This design comes from an exercise in tuning for small area and a short achievable clock period on the open sky130 flow, not from production work. Where RTL was checked, it was by simulation tests only, not by an equivalence proof against the original. The flow treats the clock pin as an ideal source. Dropping or thinning the clock tree relies on that and would not hold on a real chip. Power figures rest on the tool's default switching activity, not on a simulated workload.

==> flow/design.v (excerpt) <==
module edgeDetector (
    input  logic            iCLK,
    input  logic            iRST,
    input  videoPkg::pixelT iPixel,
    input  logic            iValid,
    input  videoPkg::coordT iX,
    input  videoPkg::coordT iY,
    input  logic            iVertical,
    output videoPkg::pixelT oEdge,
    output logic            oValid
);
    localparam int W = 16;
    videoPkg::pixelT pix;
    logic            pixValid;
    logic            colFar;
    logic            rowFar;
    logic            vertical;
    logic            verticalA;
    logic [2*W+2:1][12-1:0] tap;
    pixelIntake uIntake (
        .iCLK        (iCLK),
        .iRST        (iRST),
        .iPixel      (iPixel),
        .iValid      (iValid),
        .iX          (iX),
        .iY          (iY),
        .oPixel      (pix),
        .oValid      (pixValid),
        .oColFar     (colFar),
        .oRowFar     (rowFar)
    );
    always_ff @(posedge iCLK) begin
        vertical <= iVertical;
        if (iValid) begin
            verticalA <= iVertical;
        end
    end
    rowWindow uHist (
        .iCLK         (iCLK),
        .iPixel_valid (pixValid),
        .iPixel       (pix),
        .oTap         (tap)
    );
    sobelKernel uKernel (
        .iCLK        (iCLK),
        .iRST        (iRST),
        .iValid      (pixValid),
        .iWindowFull (colFar & rowFar),
  ...
For scale: about 780 cells after synthesis, about 500 flip-flops.
==> module sobelKernel, before the edit <==
module sobelKernel (
    input  logic            iCLK,
    input  logic            iRST,
    input  logic            iValid,
    input  logic            iWindowFull,
    input  logic            iVerticalP,
    input  logic            iVerticalM,
    input  videoPkg::pixelT iP0,
    input  videoPkg::pixelT iP1,
    input  videoPkg::pixelT iP2,
    input  videoPkg::pixelT iP16,
    input  videoPkg::pixelT iN18,
    input  videoPkg::pixelT iN32,
    input  videoPkg::pixelT iN33,
    input  videoPkg::pixelT iN34,
    output videoPkg::pixelT oEdge,
    output logic            oValid
);
    localparam int PW = 12;
    localparam int GW = 12 + 3;
    videoPkg::pixelT cPlus, nMinus;
    videoPkg::pixelT tPos, tNeg;
    logic [GW-1:0] op [6];
    logic [GW-1:0] s1a, c1a, s1b, c1b, s2, c2, s3, c3;
    logic [GW-1:0] w0, w1, w2;
    logic signed [GW-1:0] g;
    logic                 v1, v2;
    logic                 f1, f2;
    logic signed [GW-1:0] mag;
    videoPkg::pixelT      satVal;
    always_ff @(posedge iCLK or negedge iRST) begin
        if (!iRST) begin
            v1 <= 1'b0;
            v2 <= 1'b0;
        end else begin
            v1 <= iValid;
            v2 <= v1;
        end
    end
    always_ff @(posedge iCLK) begin
        oValid <= v2;
    end
    assign cPlus  = iVerticalP ? iP16 : iP1;
    assign nMinus = iVerticalM ? iN18 : iN33;
    assign tPos = iN32 ^ {PW{iVerticalP}};
    assign tNeg = iP2 ^ {PW{iVerticalM}};
    assign op[0] = {1'b1, 2'b00, iP0};
    assign op[1] = GW'(iN34);
    assign op[2] = GW'(tPos);
    assign op[3] = GW'(tNeg);
    assign op[4] = GW'({cPlus, 1'b0});
    assign op[5] = GW'({nMinus, 1'b0});
    assign s1a = op[0] ^ op[1] ^ op[2];
    assign c1a = ((op[0] & op[1]) | (op[0] & op[2]) | (op[1] & op[2])) << 1 | GW'(1);
    assign s1b = op[3] ^ op[4] ^ op[5];
    assign c1b = ((op[3] & op[4]) | (op[3] & op[5]) | (op[4] & op[5])) << 1 | GW'(1);
    assign s2  = s1a ^ c1a ^ s1b;
    assign c2  = ((s1a & c1a) | (s1a & s1b) | (c1a & s1b)) << 1 | GW'(1);
    assign s3  = w0 ^ w1 ^ w2;
    assign c3  = ((w0 & w1) | (w0 & w2) | (w1 & w2)) << 1 | GW'(1);
    assign mag    = g[GW-1] ? -g : g;
    assign satVal = (mag > GW'(4095)) ? '1 : videoPkg::pixelT'(mag);
    always_ff @(posedge iCLK) begin
        w0    <= s2;
        w1    <= c2;
        w2    <= c1b;
        f1    <= iWindowFull;
        g     <= s3 + c3;
        f2    <= f1;
        oEdge <= f2 ? satVal : '0;
    end
endmodule
==> module edgeDetector, before the edit <==
module edgeDetector (
    input  logic            iCLK,
    input  logic            iRST,
    input  videoPkg::pixelT iPixel,
    input  logic            iValid,
    input  videoPkg::coordT iX,
    input  videoPkg::coordT iY,
    input  logic            iVertical,
    output videoPkg::pixelT oEdge,
    output logic            oValid
);
    localparam int W = 16;
    videoPkg::pixelT pix;
    logic            pixValid;
    logic            colFar;
    logic            rowFar;
    logic            vertical;
    logic            verticalA;
    logic [2*W+2:1][12-1:0] tap;
    pixelIntake uIntake (
        .iCLK        (iCLK),
        .iRST        (iRST),
        .iPixel      (iPixel),
        .iValid      (iValid),
        .iX          (iX),
        .iY          (iY),
        .oPixel      (pix),
        .oValid      (pixValid),
        .oColFar     (colFar),
        .oRowFar     (rowFar)
    );
    always_ff @(posedge iCLK) begin
        vertical <= iVertical;
        if (iValid) begin
            verticalA <= iVertical;
        end
    end
    rowWindow uHist (
        .iCLK         (iCLK),
        .iPixel_valid (pixValid),
        .iPixel       (pix),
        .oTap         (tap)
    );
    sobelKernel uKernel (
        .iCLK        (iCLK),
        .iRST        (iRST),
        .iValid      (pixValid),
        .iWindowFull (colFar & rowFar),
        .iVerticalP  (vertical),
        .iVerticalM  (verticalA),
        .iP0         (pix),
        .iP1         (tap[1]),
        .iP2         (tap[2]),
        .iP16        (tap[W]),
        .iN18        (tap[W+2]),
        .iN32        (tap[2*W]),
        .iN33        (tap[2*W+1]),
        .iN34        (tap[2*W+2]),
        .oEdge       (oEdge),
        .oValid      (oValid)
    );
endmodule
==> flow/config.mk <==
export PLATFORM = sky130hd
export DESIGN_NAME = edgeDetector
export DESIGN_NICKNAME = edgeDetector
export VERILOG_FILES = /design/flow/design.v
export SDC_FILE = /design/flow/constraint.sdc
export NUM_CORES = 4
export LEC_CHECK = 0
export CAP_MARGIN = 20
export CORE_MARGIN = 2
export CORE_UTILIZATION = 60
export SLEW_MARGIN = 20
==> flow/constraint.sdc <==
create_clock -name core_clock -period 9.0 [get_ports {iCLK}]
set_input_delay 1.8000 -clock core_clock [delete_from_list [all_inputs] [get_ports {iCLK}]]
set_output_delay 1.8000 -clock core_clock [all_outputs]
set_load 0.01 [all_outputs]
standard.sh (not shown) runs the stock make flow with config.mk's settings and CLKGATE_MAP_FILE= SYNTH_SCRIPT=/design/flow/synth_recipe.tcl, a recipe that flattens the netlist after the stock synthesis.
==> flow/flow/run.sh <==
#!/bin/bash
# standard layout up to CTS; the clock tree is then rebuilt as two levels of
# inverters (flow/clock_tree.tcl); then the standard layout runs on to the end.
set -e
export BUFFER_PORTS_ARGS="-buffer_cell sky130_fd_sc_hd__buf_2"
export SETUP_SLACK_MARGIN=6.65
export CTS_ARGS="-sink_clustering_enable -repair_clock_nets -sink_clustering_size 32 -sink_clustering_max_diameter 120 -dont_use_dummy_load"
bash standard.sh cts > standard_cts.log 2>&1
RES=$PWD/orfs/results/$FLOW_PLATFORM/edgeDetector/base
CTS_ODB=$RES/4_1_cts.odb CLOCK_PORT=iCLK CLOCK_ROOTS=4 \
  CLOCK_ROOT_CELL=sky130_fd_sc_hd__inv_16 CLOCK_LEAF_CELL=sky130_fd_sc_hd__inv_12 \
  openroad -no_init -exit flow/clock_tree.tcl > clock_tree.log 2>&1
rm -f $RES/4_cts.odb
bash standard.sh > standard.log 2>&1
Other scripts of this flow, unchanged in this note and not shown: flow/flow/clock_tree.tcl
Edit:
--- a/flow/design.v
+++ b/flow/design.v
@@ -70,6 +70,8 @@
     input  logic            iWindowFull,
     input  logic            iVerticalP,
     input  logic            iVerticalM,
+    input  logic            iHorizontalP,
+    input  logic            iHorizontalM,
     input  videoPkg::pixelT iP0,
     input  videoPkg::pixelT iP1,
     input  videoPkg::pixelT iP2,
@@ -154,7 +156,9 @@
     logic            colFar;
     logic            rowFar;
     logic            vertical;
+    logic            horizontal;
     logic            verticalA;
+    logic            horizontalA;
     logic [2*W+2:1][12-1:0] tap;
     pixelIntake uIntake (
         .iCLK        (iCLK),
@@ -169,9 +173,11 @@
         .oRowFar     (rowFar)
     );
     always_ff @(posedge iCLK) begin
-        vertical <= iVertical;
+        vertical   <= iVertical;
+        horizontal <= ~iVertical;
         if (iValid) begin
-            verticalA <= iVertical;
+            verticalA   <= iVertical;
+            horizontalA <= ~iVertical;
         end
     end
     rowWindow uHist (
@@ -185,8 +191,10 @@
         .iRST        (iRST),
         .iValid      (pixValid),
         .iWindowFull (colFar & rowFar),
-        .iVerticalP  (vertical),
-        .iVerticalM  (verticalA),
+        .iVerticalP   (vertical),
+        .iVerticalM   (verticalA),
+        .iHorizontalP (horizontal),
+        .iHorizontalM (horizontalA),
         .iP0         (pix),
         .iP1         (tap[1]),
         .iP2         (tap[2]),
Register-to-register slack is about the same.
Setup slack stays the same.
Total power does not change.
First-iteration DRC count stays the same.
Wire length is unchanged.
Fmax does not change.
Die area is unchanged.
Clock power is about the same.
Cell count does not change.
Function not checked in the second run of this note: the RTL went through the layout flow alone. In every run of this note, the design's own scripts or RTL, not TritonCTS, make the clock network.

re-timing with driven ports:
The flow's constraints put no driver on any port. The routed layouts listed below were extracted and timed again, unchanged, in two steps.
Step 1, drivers: a clkbuf_16 drives iCLK and a buf_2 each remaining input, both assumed.
Step 2 also shifts input and output timing later by t, the mid clock arrival at the registers, as if the neighbouring blocks saw the same clock.
Three values: no drivers, after step 1, after step 2; two values: the first two.
run | t, ns | setup slack, ns | latest minus earliest clock arrival (ns) | slew at the worst register clock pin (ns) | worst slew at a driven data input, ns
the first run | 0.354 | 6.584 / 6.378 / 6.530 | 0.058 / 0.061 | 0.11 / 0.11 | 0.04
the second run | 0.354 | 6.584 / 6.378 / 6.530 | 0.058 / 0.061 | 0.11 / 0.11 | 0.04
After both steps setup and hold are still met in every run listed.
